This design comes from an exercise in tuning for small area on the open sky130 flow, not from production work. Only simulation tests tie the RTL to the original design; equivalence was not proved. Power figures rest on the tool's default switching activity, not on a simulated workload.

$ cat flow/run.sh
#!/bin/bash
# Own layout flow: the standard ORFS flow (standard.sh) with these changes:
#  - port buffers are buf_2 cells instead of the resizer's default choice;
#  - clock tree synthesis without dummy loads, with clkbuf_4/clkbuf_8 and larger sink clusters;
#  - before global placement, combinational cells are set back to their smallest variant
#    (flow/downsize.tcl); repair_design and repair_timing size up where needed;
#  - global routing leaves more of met1 free for pin access (flow/fastroute.tcl).
# The make output goes to flow_make.log; each ORFS step keeps its own log under orfs/logs/.
set -euo pipefail
cd "$(dirname "${BASH_SOURCE[0]}")/.."
W=$PWD
bash standard.sh \
  "BUFFER_PORTS_ARGS=-buffer_cell sky130_fd_sc_hd__buf_2" \
  "CTS_ARGS=-sink_clustering_enable -repair_clock_nets -dont_use_dummy_load -buf_list {sky130_fd_sc_hd__clkbuf_4 sky130_fd_sc_hd__clkbuf_8} -sink_clustering_size 30 -sink_clustering_max_diameter 60" \
  "PRE_GLOBAL_PLACE_TCL=$W/flow/downsize.tcl" \
  "FASTROUTE_TCL=$W/flow/fastroute.tcl" \
  finish > "$W/flow_make.log" 2>&1
$ cat flow/downsize.tcl
# Area recovery before global placement: set every combinational cell that synthesis mapped to
# a larger drive strength back to the smallest-area variant of the same function (on a tie,
# the stronger one).  Buffering and timing repair later in the flow size up again wherever
# slew, capacitance or timing need it.
set db [ord::get_db]
set n 0
foreach inst [[ord::get_db_block] getInsts] {
  set m [$inst getMaster]
  if {[$m getType] != "CORE"} continue
  set name [$m getName]
  if {![regexp {^(sky130_fd_sc_hd__)([a-z0-9]+)_([0-9]+)$} $name -> pre base size]} continue
  if {[regexp {^(df|dl|sdf|edf|sed|tap|fill|decap|conb|clk|buf|inv|lpflow)} $base]} continue
  set best $m
  set best_a [expr {[$m getWidth] * [$m getHeight]}]
  set best_s $size
  foreach s {0 1 2} {
    if {$s >= $size} break
    set c [$db findMaster ${pre}${base}_$s]
    if {$c == "NULL"} continue
    set a [expr {[$c getWidth] * [$c getHeight]}]
    if {$a < $best_a || ($a == $best_a && $s > $best_s && $best != $m)} {
      set best $c; set best_a $a; set best_s $s
    }
  }
  if {$best != $m} { $inst swapMaster $best; incr n }
}
puts "downsize: $n cells set to a smaller variant"
$ cat flow/fastroute.tcl
# Global routing layers as the platform's fastroute.tcl sets them, but with less of met1 given
# to global routing, so that met1 stays free for reaching the cells' pins.
set_global_routing_layer_adjustment $::env(MIN_ROUTING_LAYER)-$::env(MAX_ROUTING_LAYER) 0.2
set_global_routing_layer_adjustment met1 0.7

set_routing_layers -clock $::env(MIN_CLK_ROUTING_LAYER)-$::env(MAX_ROUTING_LAYER)
set_routing_layers -signal $::env(MIN_ROUTING_LAYER)-$::env(MAX_ROUTING_LAYER)
$ cat standard.sh
#!/bin/bash
# synth_recipe.tcl (not shown) runs the flow's synth.tcl, then flattens the netlist and writes it again
# the make line also repeats each setting of config.mk as NAME=value (left out here)
make -C /OpenROAD-flow-scripts/flow DESIGN_CONFIG=/design/flow/config.mk WORK_HOME=/design/flow/orfs CLKGATE_MAP_FILE= SYNTH_SCRIPT=/design/flow/synth_recipe.tcl "${@:-finish}"
$ cat config.mk
export PLATFORM = sky130hd
export DESIGN_NAME = regfile_mp
export DESIGN_NICKNAME = regfile_mp
export VERILOG_FILES = /design/flow/design.v
export SDC_FILE = /design/flow/constraint.sdc
export NUM_CORES = 4
export LEC_CHECK = 0
export CAP_MARGIN = 0
export CORE_MARGIN = 2
export CORE_UTILIZATION = 35
export PLACE_DENSITY = 0.5
export SLEW_MARGIN = 0
export SYNTH_HIERARCHICAL = 1
$ cat constraint.sdc
create_clock -name core_clock -period 6.0 [get_ports {clk_i}]
set_input_delay 1.2000 -clock core_clock [delete_from_list [all_inputs] [get_ports {clk_i}]]
set_output_delay 1.2000 -clock core_clock [all_outputs]
set_load 0.01 [all_outputs]
$ cat design.v
module regfile_mp_oai22 (
  input  logic a0, b0, a1, b1,
  output logic y
);
  assign y = ~((a0 | b0) & (a1 | b1));
endmodule
module regfile_mp_aoi21 (
  input  logic a0, a1, b,
  output logic y
);
  assign y = ~((a0 & a1) | b);
endmodule
module regfile_mp_nor2 (
  input  logic a, b,
  output logic y
);
  assign y = ~(a | b);
endmodule
module regfile_mp_nor4 (
  input  logic a, b, c, d,
  output logic y
);
  assign y = ~(a | b | c | d);
endmodule
module regfile_mp_nand4 (
  input  logic a, b, c, d,
  output logic y
);
  assign y = ~(a & b & c & d);
endmodule
module regfile_mp_xor2 (
  input  logic a, b,
  output logic y
);
  assign y = a ^ b;
endmodule
module regfile_mp_rbit (
  input  logic [30:0] seln,
  input  logic [30:0] x,
  input  logic        p,
  output logic        y
);
  logic [15:0] u;
  logic [3:0]  v;
  logic        m;
  for (genvar i = 0; i < 15; i++) begin : g_oai
    regfile_mp_oai22 u_oai (
      .a0(seln[2*i]),   .b0(x[2*i]),
      .a1(seln[2*i+1]), .b1(x[2*i+1]),
      .y(u[i]));
  end
  regfile_mp_nor2 u_n2 (.a(seln[30]), .b(x[30]), .y(u[15]));
  for (genvar j = 0; j < 4; j++) begin : g_nor
    regfile_mp_nor4 u_nor (.a(u[4*j]), .b(u[4*j+1]), .c(u[4*j+2]), .d(u[4*j+3]), .y(v[j]));
  end
  regfile_mp_nand4 u_m (.a(v[0]), .b(v[1]), .c(v[2]), .d(v[3]), .y(m));
  regfile_mp_xor2  u_x (.a(m), .b(p), .y(y));
endmodule
module regfile_mp #(
  parameter int DATA_W   = 32,
  parameter int ADDR_W   = 5,
  parameter int NUM_RD   = 4,
  parameter int ZERO_REG = 1
) (
  input  logic                     clk_i,
  input  logic                     rst_i,
  output logic                     ready_o,
  input  logic                     we0_i,
  input  logic [ADDR_W-1:0]        waddr0_i,
  input  logic [DATA_W-1:0]        wdata0_i,
  input  logic                     we1_i,
  input  logic [ADDR_W-1:0]        waddr1_i,
  input  logic [DATA_W-1:0]        wdata1_i,
  input  logic [NUM_RD*ADDR_W-1:0] raddr_i,
  output logic [NUM_RD*DATA_W-1:0] rdata_o
);
  localparam int DEPTH = 2 ** ADDR_W;
  logic [ADDR_W-1:0] clr_cnt_q;
  logic              ready_q;
  logic              g_q;
  logic [DATA_W-1:0] a0n_s, a1n_s;
  always_ff @(posedge clk_i) begin
    if (rst_i) begin
      clr_cnt_q <= '0;
      ready_q   <= 1'b0;
    end else begin
      clr_cnt_q <= clr_cnt_q + ADDR_W'(1);
      if (&clr_cnt_q) ready_q <= 1'b1;
    end
  end
  always_ff @(posedge clk_i) begin
    g_q <= ready_q ? ~g_q : 1'b1;
  end
  assign a0n_s = ~(wdata0_i ^ {DATA_W{g_q}});
  assign a1n_s = ~(wdata1_i ^ {DATA_W{g_q}});
  logic [30:0] xb_s [DATA_W];
  for (genvar r = 1; r < DEPTH; r++) begin : g_ent
    logic              s1, s0, s1n, s0n, h;
    logic [DATA_W-1:0] x_q, x_d, u_s;
    assign s1  = ready_q && we1_i && (waddr1_i == ADDR_W'(r));
    assign s0  = ready_q && we0_i && (waddr0_i == ADDR_W'(r)) && !s1;
    assign s1n = !s1;
    assign s0n = !s0;
    assign h   = ready_q && !s1 && !s0;
    for (genvar b = 0; b < DATA_W; b++) begin : g_bit
      regfile_mp_oai22 u_wl (.a0(s1n), .b0(a1n_s[b]), .a1(s0n), .b1(a0n_s[b]), .y(u_s[b]));
      regfile_mp_aoi21 u_wh (.a0(h), .a1(x_q[b]), .b(u_s[b]), .y(x_d[b]));
      assign xb_s[b][r-1] = x_q[b];
    end
    always_ff @(posedge clk_i) begin
      x_q <= x_d;
    end
  end
  for (genvar k = 0; k < NUM_RD; k++) begin : g_rd
    logic [ADDR_W-1:0] raddr_s;
    logic [30:0]       seln_s;
    logic              p_s;
    assign raddr_s = raddr_i[k*ADDR_W +: ADDR_W];
    for (genvar r = 1; r < DEPTH; r++) begin : g_sel
      assign seln_s[r-1] = !(ready_q && (raddr_s == ADDR_W'(r)));
    end
    assign p_s = !g_q && ready_q && (raddr_s != '0);
    for (genvar b = 0; b < DATA_W; b++) begin : g_bit
      regfile_mp_rbit u_r (.seln(seln_s), .x(xb_s[b]), .p(p_s), .y(rdata_o[k*DATA_W + b]));
    end
  end
  assign ready_o = ready_q;
endmodule
==> results of run 1 <==
## sequential cells by signal (all words and copies together), names as in the netlist
| name | flops |
|---|---|
| clr_cnt_q | 5 |
| g_ent.x_q | 992 |
| g_q | 1 |
| ready_q | 1 |
## final cells by class
type | count | area [sq um]
clock buffers | 131 | 1800
fillers | 17400 | 103000
flip-flops and latches | 999 | 20000
multi-input cells | 5240 | 32700
diodes | 92 | 230
repair buffers | 785 | 6330
well taps | 2204 | 2760
inverters | 2 | 7.51
## through the flow
step / TNS, ns / setup slack, ns / instance area [sq um]
2_1_floorplan: 0 / 0.901 / 58600
3_3_place_gp: 0 / 0.474 / 61800
3_5_place_dp: 0 / 0.473 / 61800
4_1_cts: 0 / 0.114 / 63600
5_1_grt: 0 / 0.149 / 63800
6_report: -0.000997 / -0.000997 / 63800
## placed cells by master, fill, tap and decap left out, types with 3 or more instances in the layout
master	Yosys	layout
diode_2	0	92
nand3_1	62	10
nand2b_1	11	7
nand3_2	9	40
nand3_4	0	21
a21oi_4	0	4
buf_4	8	479
and3_2	0	12
and3_4	0	10
a21oi_1	4	992
nand4_1	133	137
o22ai_1	2912	2912
nor2b_1	26	26
buf_2	26	226
xor2_1	129	129
xnor2_2	0	64
and3_1	31	9
nand2b_4	0	3
nand2_1	138	37
nor3_1	15	15
nor4_1	0	507
o311a_2	0	3
nand2_4	0	5
nor4bb_1	5	5
o311a_4	0	4
dfxtp_1	999	997
nand2_2	1	97
clkbuf_8	0	131
nor4_2	512	5
buf_12	1	80
nor2_1	161	162
## per-layer routing
| layer | global-route usage (%) | wire length [um] | vias to the layer above |
|---|---|---|---|
| met3 | 76.5 | 119000 | 3690 |
| li1 | - | - | 29400 |
| met4 | 62.0 | 59600 | 217 |
| met1 | 83.0 | 128000 | 35100 |
| met5 | 53.0 | 7390 | - |
| met2 | 78.7 | 190000 | 10400 |
## modules after synthesis (local to each module, per instance), excerpt
module | area, sq um | cells | flip-flops and latches
regfile_mp_nor2 | 3.75 | 1 | 0
regfile_mp_nor4 | 12.5 | 1 | 0
regfile_mp_nand4 | 6.26 | 1 | 0
regfile_mp_oai22 | 6.26 | 1 | 0
regfile_mp_aoi21 | 8.76 | 1 | 0
regfile_mp_xor2 | 8.76 | 1 | 0
regfile_mp | 22900 | 1487 | 999
## worst max-delay path by stage
stage,to,cells after the start,startpoint,slack [ns]
after floorplan,rdata_o[0],4,raddr_i[1],0.90
after global placement,rdata_o[69],11,raddr_i[10],0.47
after detailed placement,rdata_o[84],11,raddr_i[13],0.47
after CTS,rdata_o[111],11,ready_q,0.11
after global routing,rdata_o[111],11,ready_q,0.15
final,rdata_o[122],9,ready_q,-0.001
## critical path, cell delays in order (launching register included)
cell and delay (ns):
dfxtp_4 0.48, or2b_1 0.31, nor2b_1 0.13, nand3_2 0.38
buf_4 0.40, o22ai_1 0.13, nor4_1 0.87, nand4_1 0.43
xor2_1 0.42, buf_2 0.20
## logic make-up after synthesis
logic type / synth area share (%)
DFF: 34.1
buffers and inverters: 0.461
xor gates and xnor gates: 2.90
AOI/OAI and AO/OA: 46.1
adders and majority gates: 0.0427
and+or+nand+nor: 16.3
## power groups by stage
stage | clock, W | combinational (W) | sequential, W
after floorplan | 0 | 0.000228 | 0.00678
after global placement | 0 | 0.000540 | 0.00678
after detailed placement | 0 | 0.000539 | 0.00678
after CTS | 0.00476 | 0.000539 | 0.00663
after global routing | 0.00499 | 0.000580 | 0.00663
final | 0.00479 | 0.000577 | 0.00663
==> flow_summary.yaml, run 1 <==
setup_path:
  cp_data_arrival_time_ns: 4.80
  end_kind: "output port"
  cp.required_ns: 4.80
  r2r-end: "g_ent[26].x_q[18]"
  regToRegSetupSlack_ns: 1.62
  reg2reg_depth: 7
  critPathMaxFanout: 19
  cp-start-kind: "flop"
  worstReg2RegStart: "ready_q"
  critPathKind: "reg2out"
die:
  die_x_um: 413
  start_util_pct: 35.1
  rows: 150
  core_area_sq_mm: 0.167
  fp.dieH_um: 413
  dieArea_sq_mm: 0.171
  num_io_pins: 227
power:
  powerDensity_mw_per_mm2: 188
  switchingPower_w: 0.00331
  worst_ir_drop_vdd_mv: 0.262
  power.total_w: 0.0120
  pwr-share-seq_pct: 55.3
  internal-power_w: 0.00868
  combPwrFrac_pct: 4.8
  clkPwrFrac_pct: 39.9
  leakagePower_nw: 19.6
  swShare_pct: 27.6
place:
  dp.cells: 9230
  io_buffer_count: 226
  dp_hpwl_mm: 294
  gp_congestion: 1.09
detailed_routing:
  ant_nets: 0
  drtIter0Drc: 7283
  viasPerCell: 8.33
  drt_drc_violations_left: 0
  dr.pass1.iters: 9
  via_count: 78800
  wl_per_cell_um: 53.3
  routed_wl_mm: 503
sta:
  fin_crit_sh_pct: 100
  slew_headroom_pct: 3.00
  setup_violations: 1
  whs_ns: 0.435
  tightest_slew_ns: 1.45
  max_freq_mhz: 167
  hold_violations: 0
  fin_crit_ns: 6.00
  fin_skew_ns: 0.0622
  slew_viol_final: 0
  rsz0062_at_grt: "no"
  fin_ws_ns: -0.000997
layout:
  stdcell_count: 9453
  fin_util_pct: 38.3
  areaGrowthSynthToFinish_pct: 9.01
  final_nets: 7259
  drive_gt1_share_pct: 16.6
clocking:
  path_clk_slew_ns: 0.07
  clkSinkCount: 999
  tritoncts: "yes"
  postCtsSetupBuffers: 0
  root_buffer: "clkbuf_8"
  h-tree-depth: 4
  cts_made_buffers: 131
  holdBufCountCts: 0
  clock_latency_ns: 0.99
  clk_path_buf_depth: 3
  post_cts_resized: 0
logic_synthesis:
  yosysUniqueCellTypes: 43
  syn-cell-area_sq_mm: 0.0586
  yosysMostFrequentCell: "o22ai_1"
  yosysWarnings: 9
  synth_area_leaders: "dfxtp_1 (34%), o22ai_1 (31%), a21oi_2 (15%)"
  synth.avg_cell_area_sq_um: 9.32
  async_flop_share_pct: 0
  ys_top_cells_by_count: "o22ai_1 (2,912), dfxtp_1 (999), a21oi_2 (992), nor4_2 (512), nor2_1 (161)"
  yosysSeqAreaShare_pct: 34.1
  ys_ff_latch: 999
  synth_nets: 6387
  synth_top_cell_by_area: "dfxtp_1"
  ys.flop_type: "dfxtp_1"
  synth_top_area_share_pct: 34.1
  synth-edff-count: 0
  syn_inst: 6287
hold_path:
  whs_path_depth: 2
  min_from: "rst_i"
  min_to: "ready_q"
  hold_path.class: "in2reg"
job:
  maxCapViolCount: 1
global_routing:
  grt_max_degree: 35
  grt-ovfl-total: 0
  grt_use_total_pct: 75.0
  grt_pass1_vias: 83800
  antenna_found_initial: 57
  grt_pass1_wl_mm: 686
run_status:
  so.violations: "setup timing"
  status: "failed layout checks"
==> inputs of run 2 (changes only) <==
--- a/config.mk
+++ b/config.mk
@@ -7,7 +7,6 @@
 export LEC_CHECK = 0
 export CAP_MARGIN = 0
 export CORE_MARGIN = 2
-export CORE_UTILIZATION = 35
-export PLACE_DENSITY = 0.5
+export CORE_UTILIZATION = 50
 export SLEW_MARGIN = 0
 export SYNTH_HIERARCHICAL = 1
==> flow_summary.yaml, run 2 <==
logic_synthesis:
  synth_area_leaders: "dfxtp_1 (34%), o22ai_1 (31%), a21oi_2 (15%)"
  yosysUniqueCellTypes: 43
  yosysMostFrequentCell: "o22ai_1"
  yosysWarnings: 9
  async_flop_share_pct: 0
  syn_inst: 6287
  synth_top_cell_by_area: "dfxtp_1"
  ys_ff_latch: 999
  syn-cell-area_sq_mm: 0.0586
  synth.avg_cell_area_sq_um: 9.32
  synth-edff-count: 0
  synth_nets: 6387
  yosysSeqAreaShare_pct: 34.1
  ys_top_cells_by_count: "o22ai_1 (2,912), dfxtp_1 (999), a21oi_2 (992), nor4_2 (512), nor2_1 (161)"
  ys.flop_type: "dfxtp_1"
  synth_top_area_share_pct: 34.1
run_status:
  status: "stopped before the end"
  stop_stage: "5_1_grt"
  tool.error: "[ERROR GRT-0116] Global routing finished with congestion. Check the congestion regions in the DRC Viewer."
clocking:
  holdBufCountCts: 0
  clkSinkCount: 999
  root_buffer: "clkbuf_8"
  cts_made_buffers: 105
  h-tree-depth: 3
  clk_path_buf_depth: 3
  postCtsSetupBuffers: 0
  post_cts_resized: 0
global_routing:
  grt_max_degree: 35
  grt_pass1_wl_mm: 673
  grt_pass1_vias: 91600
  grt_use_total_pct: 97.6
  grt-ovfl-total: 2062
place:
  io_buffer_count: 226
  gp_congestion: 1.19
  dp_hpwl_mm: 270
die:
  fp.dieH_um: 346
  start_util_pct: 50.4
  die_x_um: 346
  rows: 125
  num_io_pins: 227
==> run 2: cells by family after synthesis <==
logic type / after synthesis / share of synthesized area, %
buffers and inverters: 48 / 0.461
xor gates and xnor gates: 194 / 2.90
DFF: 999 / 34.1
adders and majority gates: 2 / 0.0427
AOI/OAI and AO/OA: 3916 / 46.1
and+or+nand+nor: 1128 / 16.3
==> run 2: power by group through the flow <==
| stage | clock, W | sequential [W] | combinational [W] |
|---|---|---|---|
| after floorplan | 0 | 0.00678 | 0.000228 |
| after global placement | 0 | 0.00678 | 0.000482 |
| after detailed placement | 0 | 0.00678 | 0.000486 |
| after CTS | 0.00403 | 0.00663 | 0.000486 |
==> run 2: modules after synthesis, one instance, submodules excluded, a selection <==
| module | flops+latches | cells | cell area [sq um] |
|---|---|---|---|
| regfile_mp | 999 | 1487 | 22900 |
| regfile_mp_aoi21 | 0 | 1 | 8.76 |
| regfile_mp_oai22 | 0 | 1 | 6.26 |
| regfile_mp_nor4 | 0 | 1 | 12.5 |
| regfile_mp_xor2 | 0 | 1 | 8.76 |
| regfile_mp_nor2 | 0 | 1 | 3.75 |
| regfile_mp_nand4 | 0 | 1 | 6.26 |
==> run 2: routing by layer <==
| layer | overflow | global-route usage (%) |
|---|---|---|
| met3 | 651 | 97.6 |
| met5 | 133 | 90.7 |
| met2 | 541 | 98.9 |
| met4 | 405 | 93.6 |
| met1 | 332 | 101 |
==> run 2: worst min path at each step <==
stage               cells past startpoint          from            to
floorplan                               1  clr_cnt_q[0]  clr_cnt_q[0]
global placement                        1  clr_cnt_q[0]  clr_cnt_q[0]
detailed placement                      1  clr_cnt_q[0]  clr_cnt_q[0]
CTS                                     1  clr_cnt_q[0]  clr_cnt_q[0]
==> run 2: metrics by stage <==
stage / setup slack (ns) / utilization, % / instance area [sq um] / cells / total power, W
3_5_place_dp: 0.540 / 52.0 / 60400 / 8506 / 0.00727
4_1_cts: 0.0772 / 53.2 / 61800 / 8611 / 0.0111
2_1_floorplan: 0.901 / - / 58600 / 6287 / 0.00701
3_3_place_gp: 0.605 / 52.0 / 60400 / 8506 / 0.00726
==> inputs of run 3 (changes only) <==
--- a/config.mk
+++ b/config.mk
@@ -5,8 +5,10 @@
 export SDC_FILE = /design/flow/constraint.sdc
 export NUM_CORES = 4
 export LEC_CHECK = 0
-export CAP_MARGIN = 0
+export CAP_MARGIN = 20
 export CORE_MARGIN = 2
-export CORE_UTILIZATION = 50
-export SLEW_MARGIN = 0
+export CORE_UTILIZATION = 35
+export PLACE_DENSITY = 0.5
+export SETUP_SLACK_MARGIN = 0.45
+export SLEW_MARGIN = 20
 export SYNTH_HIERARCHICAL = 1
==> flow_summary.yaml, run 3 <==
logic_synthesis:
  synth.avg_cell_area_sq_um: 9.32
  ys.flop_type: "dfxtp_1"
  ys_top_cells_by_count: "o22ai_1 (2,912), dfxtp_1 (999), a21oi_2 (992), nor4_2 (512), nor2_1 (161)"
  yosysWarnings: 9
  synth_area_leaders: "dfxtp_1 (34%), o22ai_1 (31%), a21oi_2 (15%)"
  async_flop_share_pct: 0
  ys_ff_latch: 999
  synthMuxAreaShare_pct: 0
  synth_compound_area_share_pct: 46.1
  synth_xor_area_share_pct: 2.90
  syn_inst: 6287
  yosysUniqueCellTypes: 43
  synth_fa_ha_area_share_pct: 0.0427
  synth-edff-count: 0
  synth_top_cell_by_area: "dfxtp_1"
  synth_top_family_by_area: "compound AO/OA/AOI/OAI gates"
  yosysSeqAreaShare_pct: 34.1
  synth_nets: 6387
  synth_top_area_share_pct: 34.1
  syn-cell-area_sq_mm: 0.0586
  yosys.area_share.simple_pct: 16.3
  yosysMostFrequentCell: "o22ai_1"
setup_path:
  cp_data_arrival_time_ns: 4.64
  critPathKind: "in2out"
  cp.required_ns: 4.80
  end_kind: "output port"
  critPathMaxFanout: 32
  cp-start-kind: "input pin"
clocking:
  h-tree-depth: 3
  holdBufCountCts: 0
  post_cts_resized: 3
  clkSinkCount: 999
  clk_path_buf_depth: 3
  clock_latency_ns: 1.07
  path_clk_slew_ns: 0.08
  root_buffer: "clkbuf_8"
  tritoncts: "yes"
  cts_made_buffers: 120
  postCtsSetupBuffers: 0
global_routing:
  use_met2_pct: 79.0
  grtUsageMet3_pct: 76.9
  antenna_found_initial: 60
  grt_max_degree: 35
  gr-max-usage-layer: "met1"
  grt-ovfl-total: 0
  grt_use_total_pct: 75.2
  grt_pass1_vias: 83600
  gr-usage-met1_pct: 82.9
  grt_pass1_wl_mm: 688
place:
  dp_hpwl_mm: 294
  io_buffer_count: 226
  gp_congestion: 1.09
layout:
  ff_latch_area_sq_mm: 0.0200
  mostFrequentLayoutCells: "o22ai_1 (2,912), dfxtp_1 (997), a21oi_1 (992)"
  fill_cells: 17300
  layout_commonest_cell: "o22ai_1"
  final_nets: 7254
  drive_gt1_share_pct: 16.7
  areaGrowthSynthToFinish_pct: 9.26
  multi_input_area_sq_mm: 0.0328
  regMostFlops: "g_ent.x_q"
  largest_register_ffs: 992
  largestRegisters: "g_ent.x_q (992), clr_cnt_q (5)"
  fin_util_pct: 38.4
detailed_routing:
  wl_per_cell_um: 53.2
  drtIter0Drc: 7231
  drt_drc_violations_left: 0
  routed_wl_mm: 503
  dr.pass1.iters: 10
  ant_nets: 0
  via_count: 79000
  viasPerCell: 8.36
job:
  maxCapViolCount: 0
die:
  core_area_sq_mm: 0.167
  start_util_pct: 35.1
  num_io_pins: 227
  rows: 150
  fp.dieH_um: 413
  dieArea_sq_mm: 0.171
  die_x_um: 413
sta:
  setup_tns_ns: 0
  rsz0062_at_grt: "yes"
  slew_viol_final: 0
  setup_violations: 0
  max_freq_mhz: 171
  slew_headroom_pct: 15.5
  whs_ns: 0.442
  fin_skew_ns: 0.0981
  tightest_slew_ns: 1.27
  fin_crit_sh_pct: 97.3
  hold_violations: 0
  fin_crit_ns: 5.84
power:
  leakagePower_nw: 19.8
  powerDensity_mw_per_mm2: 185
  worst_ir_drop_vdd_mv: 0.183
  power.total_w: 0.0118
hold_path:
  hold_path.class: "in2reg"
run_status:
  status: "complete, no violations"
## run 3: cell counts after synthesis
Identical to the previous run, type by type.
## run 3: area by class of cell
type / instances / share of cell area (%)
multi-input combinational: 5240 / 51.3
antenna: 93 / 0.364
sequential: 999 / 31.3
clock buffer: 120 / 2.58
inverter: 2 / 0.0117
tap: 2204 / 4.31
timing repair buffer: 791 / 10.2
## run 3: kinds of logic after synthesis
kind of cell    after synthesis
compound gates             3916
xor+xnor                    194
fa+ha+maj                     2
buf+inv                      48
flops                       999
simple gates               1128
## run 3: report_power, final
part	internal, W	switching [W]
clock network	0.00175	0.00286
logic	0.000124	0.000456
registers	0.00663	0.00000117
## run 3: through the flow
step | instance area (sq um) | instances | setup slack [ns]
CTS | 63500 | 9350 | 0.391
floorplan | 58600 | 6287 | 0.901
global route | 63900 | 9415 | 0.309
finish | 64000 | 9449 | 0.165
global placement | 61800 | 9230 | 0.474
detailed placement | 61800 | 9230 | 0.476
## run 3: critical path, stage by stage
cell and delay (ns):
buf_2 0.20, nor2b_1 0.27, and3_1 0.31, nand3_2 0.10
buf_6 0.55, o22ai_1 0.16, nor4_1 0.74, nand4_1 0.36
buf_4 0.26, xor2_1 0.14, buf_2 0.17
## run 3: path summary, 6_finish.rpt
kind                 from          endpoint  slack (ns)  cells past startpoint
max           raddr_i[13]       rdata_o[84]        0.16                     11
min                 rst_i           ready_q        0.44                      2
max reg2reg       ready_q  g_ent[1].x_q[14]        1.89                      6
min reg2reg  clr_cnt_q[0]      clr_cnt_q[0]        0.46                      1
## run 3: per-layer routing
layer  up-vias  wire (um)
li1      29300          -
met1     35300     130000
met2     10500     190000
met3      3648     118000
met4       212      58700
met5         -       7180
## run 3: Yosys stat by module, one instance, submodules excluded, excerpt
module / times used / flip-flops and latches
regfile_mp: 1 / 999
regfile_mp_nor4: 512 / 0
regfile_mp_aoi21: 992 / 0
regfile_mp_xor2: 128 / 0
regfile_mp_nand4: 128 / 0
regfile_mp_oai22: 2912 / 0
regfile_mp_nor2: 128 / 0

-- what the ideal ports hide --
In the flow no input, the clock included, has a driving cell. The finished layouts below were timed again as built, in two steps. Step 1: set_driving_cell puts a clkbuf_16 on clk_i and a buf_2 on each other input, an assumption about the parent block. Step 2 also shifts input and output timing later by t, the mid clock arrival at the registers, as if the neighbouring blocks saw the same clock. Three values: no drivers, after step 1, after step 2; two values: the first two.
run	shift t [ns]	slack for setup (ns)	cell pins on the clock port's net
run 1	1.071	-0.001 / -0.093 / -0.046	1
run 3	1.091	0.165 / 0.053 / 0.053	1
The setup slack of run 3, which loses most, moves by -0.112 ns with the drivers and by -0.112 ns with both steps.
